This design comes from an exercise in tuning for small area and a short achievable clock period on the open sky130 flow, not from production work. In this exercise RTL edits were held to simulation tests only and were not proved equivalent to the original. Power figures rest on the tool's default switching activity, not on a simulated workload.

Design mips, start of the top module:
module mips (
	input  logic                           clock,
	input  logic                           rst_n,
	input  logic                           imem_we,     
	input  logic [$clog2(64)-1:0] imem_addr,   
	input  logic [32-1:0]         imem_wdata,
	output logic [32-1:0]         pc,
	output logic [32-1:0]         alu_result,
	output logic [32-1:0]         data_mem
);
	logic [63:0][28:0] imem;
	logic [63:0][31:0] dmem;
	logic [31:0][31:0] regs;    
	logic [31:1]       valid;
	logic [29:0] pcw;
	logic [63:0] poh;
	logic [15:0] ir_imm;
	logic [4:0]  ir_wa;
	logic        ir_wen;
	logic        ir_lw;
	logic        ir_sw;
	logic        ir_beq;
	logic        ir_bc;
	logic [63:0] ir_toh;    
	logic        ir_sub;
	logic        ir_sum;
	logic        ir_and;
	logic        ir_or;
	logic        ir_slt;
	logic [31:0] opa;
	logic [31:0] opb;
	logic [31:0] opx;
	logic [63:0] drsel;
	logic [63:0] dwsel;
  ...
==> flow/config.mk <==
export PLATFORM = sky130hd
export DESIGN_NAME = mips
export DESIGN_NICKNAME = mips
export VERILOG_FILES = /design/flow/design.v
export SDC_FILE = /design/flow/constraint.sdc
export NUM_CORES = 4
export LEC_CHECK = 0
export CAP_MARGIN = 20
export CORE_MARGIN = 2
export CORE_UTILIZATION = 62
export CTS_CLUSTER_DIAMETER = 100
export CTS_CLUSTER_SIZE = 24
export PLACE_DENSITY = 0.75
export SLEW_MARGIN = 20
export SYNTH_HIERARCHICAL = 1
==> flow/constraint.sdc <==
create_clock -name core_clock -period 14.0 [get_ports {clock}]
set_input_delay 2.8000 -clock core_clock [delete_from_list [all_inputs] [get_ports {clock}]]
set_output_delay 2.8000 -clock core_clock [all_outputs]
set_load 0.01 [all_outputs]
standard.sh (not shown) runs the stock make flow with config.mk's settings and CLKGATE_MAP_FILE= SYNTH_SCRIPT=/design/flow/synth_recipe.tcl, a recipe that flattens the netlist after the stock synthesis.
==> flow/flow/run.sh <==
#!/bin/bash
set -uo pipefail
bash standard.sh SETUP_SLACK_MARGIN=8 \
  "BUFFER_PORTS_ARGS=-buffer_cell sky130_fd_sc_hd__buf_4" \
  finish > make_finish.log 2>&1
Edit:
--- a/flow/design.v
+++ b/flow/design.v
@@ -98,59 +98,44 @@
 			end
 		end
 		g_inv u_c0 (.a(cin), .y(cn[0]));
 		for (genvar i = 1; i < N; i++) begin : g_c
 			assign cn[i] = gg[L][i-1];
 		end
 	endgenerate
 endmodule
-module g_mux2i (input logic s, a0, a1, output logic y);
-	assign y = ~(s ? a1 : a0);
-endmodule
 module alu (
 	input  logic [31:0] a,
 	input  logic [31:0] b,        
 	input  logic [31:0] x,        
 	input  logic        sub,      
 	input  logic        sel_sum,  
 	input  logic        sel_and,
 	input  logic        sel_or,
 	input  logic        sel_slt,
-	output logic [31:0] result,      
-	output logic [31:0] result_wb    
+	output logic [31:0] result
 );
 	logic [31:0] p;
-	logic [31:0] cn;      
+	logic [31:0] cn;
+	logic [31:0] sum;
+	logic        less;
 	logic [31:0] other;
-	logic [31:0] r_c0;    
-	logic [31:0] r_c1;    
-	logic [31:0] csel;
 	ks_add #(.N(32)) u_add (
 		.a   (a),
 		.b   (x),
 		.cin (sub),
 		.p   (p),
 		.cn  (cn)
 	);
-	assign other = ({32{sel_and}} & (a & b)) | ({32{sel_or}} & (a | b));
-	assign r_c0[31:1] = ({31{sel_sum}} & p[31:1])  | other[31:1];
-	assign r_c1[31:1] = ({31{sel_sum}} & ~p[31:1]) | other[31:1];
-	assign csel[31:1] = cn[31:1];
-	logic r0_base;
-	assign r0_base = (sel_sum & (p[0] ^ sub)) | other[0];
-	assign r_c0[0] = r0_base | (sel_slt & ((a[31] ^ b[31]) ? a[31] :  p[31]));
-	assign r_c1[0] = r0_base | (sel_slt & ((a[31] ^ b[31]) ? a[31] : ~p[31]));
-	assign csel[0] = cn[31];
-	generate
-		for (genvar i = 0; i < 32; i++) begin : g_res
-			g_mux2i u (.s(csel[i]), .a0(~r_c1[i]), .a1(~r_c0[i]), .y(result[i]));
-			g_mux2i u_wb (.s(csel[i]), .a0(~r_c1[i]), .a1(~r_c0[i]), .y(result_wb[i]));
-		end
-	endgenerate
+	assign sum  = p ~^ cn;
+	assign less = (a[31] ^ b[31]) ? a[31] : sum[31];
+	assign other  = ({32{sel_and}} & (a & b)) | ({32{sel_or}} & (a | b)) |
+	                {31'b0, sel_slt & less};
+	assign result = ({32{sel_sum}} & sum) | other;
 endmodule
 module control (
 	input  logic [31:0] instr,
 	input  logic [5:0]  waddr,
 	output logic [28:0] pinstr
 );
 	logic [5:0]  opcode;
 	logic [5:0]  funct;
@@ -446,45 +431,43 @@
 		ir_bc  <= p[26];
 		ir_toh <= 64'd1 << p[5:0];
 		ir_sub <= d_sub;
 		ir_sum <= !(d_r && (p[2:0] == 3'd2 || p[2:0] == 3'd3 || p[2:0] == 3'd4));
 		ir_and <= d_r && p[2:0] == 3'd2;
 		ir_or  <= d_r && p[2:0] == 3'd3;
 		ir_slt <= d_r && p[2:0] == 3'd4;
 	end
-	logic [31:0] alu_wb;
 	alu mips_alu (
 		.a       (opa),
 		.b       (opb),
 		.x       (opx),
 		.sub     (ir_sub),
 		.sel_sum (ir_sum),
 		.sel_and (ir_and),
 		.sel_or  (ir_or),
 		.sel_slt (ir_slt),
-		.result    (alu_result),
-		.result_wb (alu_wb)
+		.result  (alu_result)
 	);
 	logic [31:0] dm_rdata;
 	always_ff @(posedge clock) begin
 		for (int i = 0; i < 64; i++) begin
 			if (rst_n && dwsel[i]) begin
 				dmem[i] <= opb;
 			end
 		end
 	end
 	i_mem #(.W(32), .N(64)) mips_d_mem (
 		.words (dmem),
 		.sel   (drsel),
 		.q     (dm_rdata)
 	);
 	assign data_mem = dm_rdata;    
 	logic [31:0] wb_data;
-	assign wb_data = ir_lw ? dm_rdata : alu_wb;
+	assign wb_data = ir_lw ? dm_rdata : alu_result;
 	always_ff @(posedge clock) begin
 		for (int i = 1; i < 32; i++) begin
 			if (rst_n && ir_wen && ir_wa == 5'(i)) begin
 				regs[i] <= wb_data;
 			end
 		end
 	end
 	always_ff @(posedge clock) begin
@@ -505,25 +488,23 @@
 	assign rs_n  = nx_pinstr[25:21];
 	assign rt_n  = nx_pinstr[20:16];
 	logic [31:1] rvalid;
 	assign rvalid = valid & {31{rst_n}};
 	assign rsel1 = taken ? ((32'd1 << tgt_pinstr[25:21]) & {rvalid, 1'b0})
 	                     : ((32'd1 << seq_pinstr[25:21]) & {rvalid, 1'b0});
 	assign rsel2 = taken ? ((32'd1 << tgt_pinstr[20:16]) & {rvalid, 1'b0})
 	                     : ((32'd1 << seq_pinstr[20:16]) & {rvalid, 1'b0});
-	logic [31:0][31:0] rf_words;
-	assign rf_words = {regs[31:1], regs[1]};
 	i_mem #(.W(32), .N(32)) mips_rf_rd1 (
-		.words (rf_words),
+		.words (regs),
 		.sel   (rsel1),
 		.q     (rf_rd1)
 	);
 	i_mem #(.W(32), .N(32)) mips_rf_rd2 (
-		.words (rf_words),
+		.words (regs),
 		.sel   (rsel2),
 		.q     (rf_rd2)
 	);
 	logic [31:0] a_nx;
 	logic [31:0] b_nx;
 	logic [31:0] x_nx;
 	logic [63:0] drsel_nx;
 	logic [63:0] dwsel_nx;
What happened: Wire length drops by 2.1%. Cell count stays flat. Global-route usage is lower by 0.70 points. Via count went down by 0.74%. Clock-buffer cell count is higher by 2. Utilization stays flat. Clock power hardly moves. Final area barely changes. Non-clock buffer count rose by 23. Maximum frequency rose by 1.8%. Total power increases by 2.1%. Area after synthesis falls by 0.31%. Combinational power climbs by 21%.

[static timing again, ports no longer ideal]
Ports are ideal in the flow. The routed layouts listed here were re-timed in OpenROAD. Step 1 assumes that a clkbuf_16 drives the clock port and a buf_2 every other input. Step 2, shift: input delay + t, output delay - t, t = (earliest + latest rising clock arrival at the registers) / 2. This alone moves slack from input paths to output paths. Three values: ideal ports, drivers, drivers and shift; two values: the first two.
run | shift t [ns] | slack for setup (ns) | worst register clock-pin slew, ns | worst slew at a driven data input, ns
the first run | 1.107 | 7.719 / 7.719 / 6.945 | 0.11 / 0.11 | 0.05
the second run | 1.086 | 7.828 / 7.800 / 7.040 | 0.11 / 0.11 | 0.07
After both steps every run listed still meets setup and hold. For the second run, which loses most, drivers alone change the setup slack by -0.028 ns; drivers and shift together by -0.788 ns.
